Context: an optimization exercise on an open-source flow, tuned for small area. The choices shown serve that exercise and are no tape-out recipe.
Where RTL was checked, it was by simulation tests only, not by an equivalence proof against the original.

==> trial 10: inputs <==
==> flow/design.v <==
package ir_pkg;
  typedef logic [32-1:0]   xlen_t;
  typedef logic [32-1:0]   pc_t;
  typedef logic [31:0]           instr_t;
  typedef logic [5-1:0] reg_addr_t;
  typedef logic [2-1:0]  lane_mask_t;
  typedef enum logic [2:0] {
    OP_REG     = 3'd0,
    OP_IMM     = 3'd1,
    OP_LOAD    = 3'd2,
    OP_STORE   = 3'd3,
    OP_BRANCH  = 3'd4,
    OP_LUI     = 3'd5,
    OP_JAL     = 3'd6,
    OP_ILLEGAL = 3'd7
  } op_class_e;
  localparam int unsigned ir_slot_w = 32 + 32;
  localparam int unsigned ir_dec_w  = 32 + 3 * 5 + 1 + 3;
endpackage
`timescale 1ns/100ps
module ir_field_decoder (
  input  ir_pkg::instr_t    instr_i,
  output ir_pkg::reg_addr_t rs1_o,
  output ir_pkg::reg_addr_t rs2_o,
  output ir_pkg::reg_addr_t rd_o,
  output logic              rd_we_o,
  output ir_pkg::op_class_e op_class_o
);
  logic       base, grp;
  logic [2:0] hi;
  assign base = instr_i[1] & instr_i[0];
  assign grp  = base & ~instr_i[3] & ~instr_i[2];
  assign hi   = instr_i[6:4];
  logic m_op, m_imm, m_load, m_store, m_branch, m_lui, m_jal;
  assign m_op     = grp & (hi == 3'b011);
  assign m_imm    = grp & (hi == 3'b001);
  assign m_load   = grp & (hi == 3'b000);
  assign m_store  = grp & (hi == 3'b010);
  assign m_branch = grp & (hi == 3'b110);
  assign m_lui    = base & (instr_i[6:2] == 5'b01101);
  assign m_jal    = base & (instr_i[6:2] == 5'b11011);
  logic use_rs1, use_rs2, use_rd, known;
  assign use_rs1 = m_op | m_imm | m_load | m_store | m_branch;
  assign use_rs2 = m_op | m_store | m_branch;
  assign use_rd  = m_op | m_imm | m_load | m_lui | m_jal;
  assign known   = use_rs1 | use_rd;
  assign op_class_o = ir_pkg::op_class_e'({~known | m_branch | m_lui | m_jal,
                                           ~known | m_load | m_store | m_jal,
                                           ~known | m_imm | m_store | m_lui});
  assign rs1_o   = use_rs1 ? instr_i[19:15] : '0;
  assign rs2_o   = use_rs2 ? instr_i[24:20] : '0;
  assign rd_o    = use_rd ? instr_i[11:7] : '0;
  assign rd_we_o = use_rd & (|instr_i[11:7]);
endmodule
`timescale 1ns/100ps
module ir_stage (
  input  logic               clk_i,
  input  logic               rst_ni,
  input  logic               ir_flush_i,
  input  ir_pkg::lane_mask_t us_valid_i,
  input  ir_pkg::pc_t        us_pc0_i,
  input  ir_pkg::pc_t        us_pc1_i,
  input  ir_pkg::instr_t     us_instr0_i,
  input  ir_pkg::instr_t     us_instr1_i,
  output ir_pkg::lane_mask_t ir_rdy_o,
  output ir_pkg::reg_addr_t  rf_raddr_p0_0_o,
  output ir_pkg::reg_addr_t  rf_raddr_p0_1_o,
  output ir_pkg::reg_addr_t  rf_raddr_p1_0_o,
  output ir_pkg::reg_addr_t  rf_raddr_p1_1_o,
  input  ir_pkg::xlen_t      rf_rdata_p0_0_i,
  input  ir_pkg::xlen_t      rf_rdata_p0_1_i,
  input  ir_pkg::xlen_t      rf_rdata_p1_0_i,
  input  ir_pkg::xlen_t      rf_rdata_p1_1_i,
  input  ir_pkg::reg_addr_t  rf_waddr0_i,
  input  ir_pkg::xlen_t      rf_wdata0_i,
  input  logic               rf_we0_i,
  input  ir_pkg::reg_addr_t  rf_waddr1_i,
  input  ir_pkg::xlen_t      rf_wdata1_i,
  input  logic               rf_we1_i,
  input  ir_pkg::reg_addr_t  rf_waddr2_i,
  input  ir_pkg::xlen_t      rf_wdata2_i,
  input  logic               rf_we2_i,
  input  ir_pkg::lane_mask_t ds_rdy_i,
  output ir_pkg::lane_mask_t ir_valid_o,
  output logic               ira_is0_o,
  output ir_pkg::pc_t        ira_pc_o,
  output ir_pkg::reg_addr_t  ira_rs1_o,
  output ir_pkg::reg_addr_t  ira_rs2_o,
  output ir_pkg::reg_addr_t  ira_rd_o,
  output logic               ira_rd_we_o,
  output ir_pkg::op_class_e  ira_class_o,
  output ir_pkg::pc_t        irb_pc_o,
  output ir_pkg::reg_addr_t  irb_rs1_o,
  output ir_pkg::reg_addr_t  irb_rs2_o,
  output ir_pkg::reg_addr_t  irb_rd_o,
  output logic               irb_rd_we_o,
  output ir_pkg::op_class_e  irb_class_o,
  output ir_pkg::xlen_t      ira_op0_o,
  output ir_pkg::xlen_t      ira_op1_o,
  output ir_pkg::xlen_t      irb_op0_o,
  output ir_pkg::xlen_t      irb_op1_o
);
  localparam int unsigned DW = ir_pkg::ir_dec_w - 1;   
  ir_pkg::reg_addr_t rs1_0, rs2_0, rd_0, rs1_1, rs2_1, rd_1;
  ir_pkg::op_class_e class_0, class_1;
  logic [DW-1:0]     in0, in1;
  logic [DW-1:0]     f_q [2];    
  logic [DW-1:0]     o_q [2];    
  logic [1:0]        fv_q;       
  logic [1:0]        ov_q;       
  logic              fwp_q;      
  logic              mp_q;       
  logic              orp_q;      
  logic [1:0]        acc, take, acc_e, take_e, move_e;
  ir_field_decoder u_dec0 (
    .instr_i    (us_instr0_i),
    .rs1_o      (rs1_0),
    .rs2_o      (rs2_0),
    .rd_o       (rd_0),
    .rd_we_o    (),
    .op_class_o (class_0)
  );
  ir_field_decoder u_dec1 (
    .instr_i    (us_instr1_i),
    .rs1_o      (rs1_1),
    .rs2_o      (rs2_1),
    .rd_o       (rd_1),
    .rd_we_o    (),
    .op_class_o (class_1)
  );
  assign in0 = {us_pc0_i, rs1_0, rs2_0, rd_0, class_0};
  assign in1 = {us_pc1_i, rs1_1, rs2_1, rd_1, class_1};
  assign ir_rdy_o   = {~|fv_q, ~&fv_q};
  assign ir_valid_o = {&ov_q, |ov_q};
  assign ira_is0_o  = ~orp_q;
  assign acc  = us_valid_i & ir_rdy_o;
  assign take = ds_rdy_i & ir_valid_o;
  assign acc_e[0]  = fwp_q ? acc[1] : acc[0];
  assign acc_e[1]  = fwp_q ? acc[0] : acc[1];
  assign take_e[0] = orp_q ? take[1] : take[0];
  assign take_e[1] = orp_q ? take[0] : take[1];
  assign move_e    = fv_q & ~ov_q;
  always_ff @(posedge clk_i or negedge rst_ni) begin
    if (!rst_ni) begin
      fv_q  <= 2'b00;
      ov_q  <= 2'b00;
      fwp_q <= 1'b0;
      mp_q  <= 1'b0;
      orp_q <= 1'b0;
    end else if (ir_flush_i) begin
      fv_q  <= 2'b00;
      ov_q  <= 2'b00;
      fwp_q <= 1'b0;
      mp_q  <= 1'b0;
      orp_q <= 1'b0;
    end else begin
      fv_q  <= (fv_q & ~move_e) | acc_e;
      ov_q  <= (ov_q & ~take_e) | move_e;
      fwp_q <= fwp_q ^ acc[0] ^ acc[1];
      mp_q  <= mp_q ^ move_e[0] ^ move_e[1];
      orp_q <= orp_q ^ take[0] ^ take[1];
    end
  end
  logic [1:0] fv_d, kp_q, ld0_q, ld1_q;
  logic       fwp_d;
  assign fv_d  = ir_flush_i ? 2'b00 : (fv_q & ~move_e) | acc_e;
  assign fwp_d = ~ir_flush_i & (fwp_q ^ acc[0] ^ acc[1]);
  always_ff @(posedge clk_i or negedge rst_ni) begin
    if (!rst_ni) begin
      kp_q  <= 2'b00;
      ld0_q <= 2'b01;
      ld1_q <= 2'b10;
    end else begin
      kp_q  <= fv_d;
      ld0_q <= ~fv_d & {fwp_d, ~fwp_d};
      ld1_q <= ~fv_d & {~fwp_d, fwp_d};
    end
  end
  logic [1:0] ov_d, ofree_q;
  assign ov_d = ir_flush_i ? 2'b00 : (ov_q & ~take_e) | move_e;
  always_ff @(posedge clk_i or negedge rst_ni) begin
    if (!rst_ni) begin
      ofree_q <= 2'b11;
    end else begin
      ofree_q <= ~ov_d;
    end
  end
  always_ff @(posedge clk_i) begin
    for (int e = 0; e < 2; e++) begin
      f_q[e] <= ({DW{ld0_q[e]}} & in0) | ({DW{ld1_q[e]}} & in1) | ({DW{kp_q[e]}} & f_q[e]);
    end
    for (int e = 0; e < 2; e++) begin
      o_q[e] <= ({DW{ofree_q[e]}} & f_q[e]) | ({DW{ov_q[e]}} & o_q[e]);
    end
  end
  assign {ira_pc_o, ira_rs1_o, ira_rs2_o, ira_rd_o, ira_class_o} = o_q[0];
  assign {irb_pc_o, irb_rs1_o, irb_rs2_o, irb_rd_o, irb_class_o} = o_q[1];
  assign ira_rd_we_o = |ira_rd_o;
  assign irb_rd_we_o = |irb_rd_o;
  logic [9:0] f_old, f_sec, p0, p1;
  assign f_old = mp_q ? {f_q[1][DW-33 -: 10]} : {f_q[0][DW-33 -: 10]};
  assign f_sec = mp_q ? {f_q[0][DW-33 -: 10]} : {f_q[1][DW-33 -: 10]};
  assign p0    = &ov_q ? {ira_rs1_o, ira_rs2_o} : f_old;
  assign p1    = ~|ov_q ? f_sec : (ov_q[1] ? {irb_rs1_o, irb_rs2_o} : {ira_rs1_o, ira_rs2_o});
  assign {rf_raddr_p0_0_o, rf_raddr_p0_1_o} = p0;
  assign {rf_raddr_p1_0_o, rf_raddr_p1_1_o} = p1;
  assign ira_op0_o = ({32{ov_q[1]}} & rf_rdata_p0_0_i) | ({32{ofree_q[1]}} & rf_rdata_p1_0_i);
  assign ira_op1_o = ({32{ov_q[1]}} & rf_rdata_p0_1_i) | ({32{ofree_q[1]}} & rf_rdata_p1_1_i);
  assign irb_op0_o = rf_rdata_p1_0_i;
  assign irb_op1_o = rf_rdata_p1_1_i;
endmodule
==> flow/flow/run.sh <==
#!/bin/bash
# The standard layout with two changes:
# - the port buffers buffer_ports inserts are sky130_fd_sc_hd__buf_1 instead
#   of the cell it picks by default;
# - clock tree synthesis builds the tree from clkbuf_4 cells in clusters of at
#   most 9 sinks, without dummy loads.
set -euo pipefail
export BUFFER_PORTS_ARGS="-buffer_cell sky130_fd_sc_hd__buf_1"
export CTS_ARGS="-sink_clustering_enable -repair_clock_nets -dont_use_dummy_load -buf_list sky130_fd_sc_hd__clkbuf_4 -root_buf sky130_fd_sc_hd__clkbuf_4 -sink_clustering_size 9 -sink_clustering_max_diameter 30"
bash standard.sh > standard.log 2>&1
==> flow/standard.sh <==
#!/bin/bash
# synth_recipe.tcl (not shown) runs the flow's synth.tcl, then flattens the netlist and writes it again
# the make line also repeats each setting of config.mk as NAME=value (left out here)
make -C /OpenROAD-flow-scripts/flow DESIGN_CONFIG=/design/flow/config.mk WORK_HOME=/design/flow/orfs CLKGATE_MAP_FILE= SYNTH_SCRIPT=/design/flow/synth_recipe.tcl "${@:-finish}"
==> flow/config.mk <==
export PLATFORM = sky130hd
export DESIGN_NAME = ir_stage
export DESIGN_NICKNAME = ir_stage
export VERILOG_FILES = /design/flow/design.v
export SDC_FILE = /design/flow/constraint.sdc
export NUM_CORES = 4
export LEC_CHECK = 0
export CAP_MARGIN = 20
export CORE_AREA = 2 2 318 88
export DIE_AREA = 0 0 320 90
export PLACE_DENSITY = 0.6
export SLEW_MARGIN = 20
==> flow/constraint.sdc <==
create_clock -name core_clock -period 5.0 [get_ports {clk_i}]
set_input_delay 1.0000 -clock core_clock [delete_from_list [all_inputs] [get_ports {clk_i}]]
set_output_delay 1.0000 -clock core_clock [all_outputs]
set_load 0.01 [all_outputs]
==> inputs of build 57, as changes to trial 10 <==
--- a/flow/design.v
+++ b/flow/design.v
@@ -26,27 +26,54 @@
   output logic              rd_we_o,
   output ir_pkg::op_class_e op_class_o
 );
-  logic       base, grp;
-  logic [2:0] hi;
-  assign base = instr_i[1] & instr_i[0];
-  assign grp  = base & ~instr_i[3] & ~instr_i[2];
-  assign hi   = instr_i[6:4];
-  logic m_op, m_imm, m_load, m_store, m_branch, m_lui, m_jal;
-  assign m_op     = grp & (hi == 3'b011);
-  assign m_imm    = grp & (hi == 3'b001);
-  assign m_load   = grp & (hi == 3'b000);
-  assign m_store  = grp & (hi == 3'b010);
-  assign m_branch = grp & (hi == 3'b110);
-  assign m_lui    = base & (instr_i[6:2] == 5'b01101);
-  assign m_jal    = base & (instr_i[6:2] == 5'b11011);
-  logic use_rs1, use_rs2, use_rd, known;
-  assign use_rs1 = m_op | m_imm | m_load | m_store | m_branch;
-  assign use_rs2 = m_op | m_store | m_branch;
-  assign use_rd  = m_op | m_imm | m_load | m_lui | m_jal;
-  assign known   = use_rs1 | use_rd;
-  assign op_class_o = ir_pkg::op_class_e'({~known | m_branch | m_lui | m_jal,
-                                           ~known | m_load | m_store | m_jal,
-                                           ~known | m_imm | m_store | m_lui});
+  logic use_rs1;
+  logic use_rs2;
+  logic use_rd;
+  always_comb begin
+    use_rs1    = 1'b0;
+    use_rs2    = 1'b0;
+    use_rd     = 1'b0;
+    op_class_o = ir_pkg::OP_ILLEGAL;
+    case (instr_i[6:0])
+      7'b0110011: begin
+        op_class_o = ir_pkg::OP_REG;
+        use_rs1    = 1'b1;
+        use_rs2    = 1'b1;
+        use_rd     = 1'b1;
+      end
+      7'b0010011: begin
+        op_class_o = ir_pkg::OP_IMM;
+        use_rs1    = 1'b1;
+        use_rd     = 1'b1;
+      end
+      7'b0000011: begin
+        op_class_o = ir_pkg::OP_LOAD;
+        use_rs1    = 1'b1;
+        use_rd     = 1'b1;
+      end
+      7'b0100011: begin
+        op_class_o = ir_pkg::OP_STORE;
+        use_rs1    = 1'b1;
+        use_rs2    = 1'b1;
+      end
+      7'b1100011: begin
+        op_class_o = ir_pkg::OP_BRANCH;
+        use_rs1    = 1'b1;
+        use_rs2    = 1'b1;
+      end
+      7'b0110111: begin
+        op_class_o = ir_pkg::OP_LUI;
+        use_rd     = 1'b1;
+      end
+      7'b1101111: begin
+        op_class_o = ir_pkg::OP_JAL;
+        use_rd     = 1'b1;
+      end
+      default: begin
+        op_class_o = ir_pkg::OP_ILLEGAL;
+      end
+    endcase
+  end
   assign rs1_o   = use_rs1 ? instr_i[19:15] : '0;
   assign rs2_o   = use_rs2 ? instr_i[24:20] : '0;
   assign rd_o    = use_rd ? instr_i[11:7] : '0;
==> flow/flow/run.sh (replaced) <==
#!/bin/bash
# The standard layout, with the port buffers buffer_ports inserts taken
# as sky130_fd_sc_hd__buf_1 instead of the cell it picks by default.
set -euo pipefail
export BUFFER_PORTS_ARGS="-buffer_cell sky130_fd_sc_hd__buf_1"
export CTS_ARGS="-sink_clustering_enable -repair_clock_nets -dont_use_dummy_load"
bash standard.sh > standard.log 2>&1
==> inputs of build 84, as changes to trial 10 <==
--- a/flow/design.v
+++ b/flow/design.v
@@ -26,27 +26,54 @@
   output logic              rd_we_o,
   output ir_pkg::op_class_e op_class_o
 );
-  logic       base, grp;
-  logic [2:0] hi;
-  assign base = instr_i[1] & instr_i[0];
-  assign grp  = base & ~instr_i[3] & ~instr_i[2];
-  assign hi   = instr_i[6:4];
-  logic m_op, m_imm, m_load, m_store, m_branch, m_lui, m_jal;
-  assign m_op     = grp & (hi == 3'b011);
-  assign m_imm    = grp & (hi == 3'b001);
-  assign m_load   = grp & (hi == 3'b000);
-  assign m_store  = grp & (hi == 3'b010);
-  assign m_branch = grp & (hi == 3'b110);
-  assign m_lui    = base & (instr_i[6:2] == 5'b01101);
-  assign m_jal    = base & (instr_i[6:2] == 5'b11011);
-  logic use_rs1, use_rs2, use_rd, known;
-  assign use_rs1 = m_op | m_imm | m_load | m_store | m_branch;
-  assign use_rs2 = m_op | m_store | m_branch;
-  assign use_rd  = m_op | m_imm | m_load | m_lui | m_jal;
-  assign known   = use_rs1 | use_rd;
-  assign op_class_o = ir_pkg::op_class_e'({~known | m_branch | m_lui | m_jal,
-                                           ~known | m_load | m_store | m_jal,
-                                           ~known | m_imm | m_store | m_lui});
+  logic use_rs1;
+  logic use_rs2;
+  logic use_rd;
+  always_comb begin
+    use_rs1    = 1'b0;
+    use_rs2    = 1'b0;
+    use_rd     = 1'b0;
+    op_class_o = ir_pkg::OP_ILLEGAL;
+    case (instr_i[6:0])
+      7'b0110011: begin
+        op_class_o = ir_pkg::OP_REG;
+        use_rs1    = 1'b1;
+        use_rs2    = 1'b1;
+        use_rd     = 1'b1;
+      end
+      7'b0010011: begin
+        op_class_o = ir_pkg::OP_IMM;
+        use_rs1    = 1'b1;
+        use_rd     = 1'b1;
+      end
+      7'b0000011: begin
+        op_class_o = ir_pkg::OP_LOAD;
+        use_rs1    = 1'b1;
+        use_rd     = 1'b1;
+      end
+      7'b0100011: begin
+        op_class_o = ir_pkg::OP_STORE;
+        use_rs1    = 1'b1;
+        use_rs2    = 1'b1;
+      end
+      7'b1100011: begin
+        op_class_o = ir_pkg::OP_BRANCH;
+        use_rs1    = 1'b1;
+        use_rs2    = 1'b1;
+      end
+      7'b0110111: begin
+        op_class_o = ir_pkg::OP_LUI;
+        use_rd     = 1'b1;
+      end
+      7'b1101111: begin
+        op_class_o = ir_pkg::OP_JAL;
+        use_rd     = 1'b1;
+      end
+      default: begin
+        op_class_o = ir_pkg::OP_ILLEGAL;
+      end
+    endcase
+  end
   assign rs1_o   = use_rs1 ? instr_i[19:15] : '0;
   assign rs2_o   = use_rs2 ? instr_i[24:20] : '0;
   assign rd_o    = use_rd ? instr_i[11:7] : '0;
@@ -161,37 +188,11 @@
       orp_q <= orp_q ^ take[0] ^ take[1];
     end
   end
-  logic [1:0] fv_d, kp_q, ld0_q, ld1_q;
-  logic       fwp_d;
-  assign fv_d  = ir_flush_i ? 2'b00 : (fv_q & ~move_e) | acc_e;
-  assign fwp_d = ~ir_flush_i & (fwp_q ^ acc[0] ^ acc[1]);
-  always_ff @(posedge clk_i or negedge rst_ni) begin
-    if (!rst_ni) begin
-      kp_q  <= 2'b00;
-      ld0_q <= 2'b01;
-      ld1_q <= 2'b10;
-    end else begin
-      kp_q  <= fv_d;
-      ld0_q <= ~fv_d & {fwp_d, ~fwp_d};
-      ld1_q <= ~fv_d & {~fwp_d, fwp_d};
-    end
-  end
-  logic [1:0] ov_d, ofree_q;
-  assign ov_d = ir_flush_i ? 2'b00 : (ov_q & ~take_e) | move_e;
-  always_ff @(posedge clk_i or negedge rst_ni) begin
-    if (!rst_ni) begin
-      ofree_q <= 2'b11;
-    end else begin
-      ofree_q <= ~ov_d;
-    end
-  end
   always_ff @(posedge clk_i) begin
-    for (int e = 0; e < 2; e++) begin
-      f_q[e] <= ({DW{ld0_q[e]}} & in0) | ({DW{ld1_q[e]}} & in1) | ({DW{kp_q[e]}} & f_q[e]);
-    end
-    for (int e = 0; e < 2; e++) begin
-      o_q[e] <= ({DW{ofree_q[e]}} & f_q[e]) | ({DW{ov_q[e]}} & o_q[e]);
-    end
+    if (!fv_q[0]) f_q[0] <= fwp_q ? in1 : in0;
+    if (!fv_q[1]) f_q[1] <= fwp_q ? in0 : in1;
+    if (!ov_q[0]) o_q[0] <= f_q[0];
+    if (!ov_q[1]) o_q[1] <= f_q[1];
   end
   assign {ira_pc_o, ira_rs1_o, ira_rs2_o, ira_rd_o, ira_class_o} = o_q[0];
   assign {irb_pc_o, irb_rs1_o, irb_rs2_o, irb_rd_o, irb_class_o} = o_q[1];
@@ -204,8 +205,8 @@
   assign p1    = ~|ov_q ? f_sec : (ov_q[1] ? {irb_rs1_o, irb_rs2_o} : {ira_rs1_o, ira_rs2_o});
   assign {rf_raddr_p0_0_o, rf_raddr_p0_1_o} = p0;
   assign {rf_raddr_p1_0_o, rf_raddr_p1_1_o} = p1;
-  assign ira_op0_o = ({32{ov_q[1]}} & rf_rdata_p0_0_i) | ({32{ofree_q[1]}} & rf_rdata_p1_0_i);
-  assign ira_op1_o = ({32{ov_q[1]}} & rf_rdata_p0_1_i) | ({32{ofree_q[1]}} & rf_rdata_p1_1_i);
+  assign ira_op0_o = ov_q[1] ? rf_rdata_p0_0_i : rf_rdata_p1_0_i;
+  assign ira_op1_o = ov_q[1] ? rf_rdata_p0_1_i : rf_rdata_p1_1_i;
   assign irb_op0_o = rf_rdata_p1_0_i;
   assign irb_op1_o = rf_rdata_p1_1_i;
 endmodule
==> flow/run.sh (new file) <==
#!/bin/bash
# synth_recipe.tcl (not shown) runs the flow's synth.tcl, then flattens the netlist and writes it again
# the make line also repeats each setting of config.mk as NAME=value (left out here)
make -C /OpenROAD-flow-scripts/flow DESIGN_CONFIG=/design/flow/config.mk WORK_HOME=/design/flow/orfs CLKGATE_MAP_FILE= SYNTH_SCRIPT=/design/flow/synth_recipe.tcl finish
--- a/flow/config.mk
+++ b/flow/config.mk
@@ -6,7 +6,7 @@
 export NUM_CORES = 4
 export LEC_CHECK = 0
 export CAP_MARGIN = 20
-export CORE_AREA = 2 2 318 88
-export DIE_AREA = 0 0 320 90
+export CORE_MARGIN = 2
+export CORE_UTILIZATION = 40
 export PLACE_DENSITY = 0.6
 export SLEW_MARGIN = 20
removed: flow/flow/run.sh
removed: flow/standard.sh
==> qor summary <==
Status: trial 10 timing/DRC/antenna clean; build 57 timing/DRC/antenna clean; build 84 aborted with a tool error
Failing step: trial 10 -; build 57 -; build 84 3_2_place_iop
Max layer used: trial 10 met4; build 57 met5; build 84 -
Number of rows in the core area: trial 10 31; build 57 31; build 84 57
Met2 capacity usage during global routing: trial 10 33.7%; build 57 38.5%; build 84 -
Total Die Area: trial 10 28800 µm²; build 57 28800 µm²; build 84 -
Share of flip-flops with an asynchronous set or reset after synthesis: trial 10 6.10%; build 57 6.10%; build 84 3.38%
Launching instance or port of the critical path: trial 10 ov_q[1]$_DFF_PN0_; build 57 ov_q[1]$_DFF_PN0_; build 84 -
Number of flops mapped to enable cells by yosys: trial 10 0; build 57 0; build 84 200
Layout cells sized above 1: trial 10 4.10%; build 57 3.14%; build 84 -
Number of fill cells: trial 10 2669; build 57 2630; build 84 -
Start of the worst register-to-register path: trial 10 ld1_q[1]$_DFF_PN1_; build 57 ov_q[1]$_DFF_PN0_; build 84 -
RSZ-0062 raised after global routing: trial 10 false; build 57 false; build 84 -
Maximum count of clock buffers along a single path: trial 10 3; build 57 3; build 84 -
Fmax: trial 10 256 MHz; build 57 274 MHz; build 84 -
Function not checked in build 84: the RTL went through the layout flow alone.

re-timing with driven ports:
No port has a modelled driver above. Below, the same layouts with a new extraction and two added sets of constraints. Step 1 assumes that a clkbuf_16 drives the clock port and a buf_2 every other input. Step 2 times the ports against the registers' clock, not the clock port: input delays grow and output delays shrink by t, the midpoint of the rising clock arrivals with the driver on. a / b / c = ideal ports / drivers / drivers and shift; a / b = the first two.
run	t, ns	setup slack, ns	worst setup path after step 2	worst data-port slew with drivers (ns)	cell pins on the clock port's net
trial 10	0.700	1.095 / 1.056 / 1.756	register to output	0.10	1
build 57	0.530	1.346 / 1.300 / 1.829	register to output	0.11	1
After both steps every run listed still meets setup and hold.
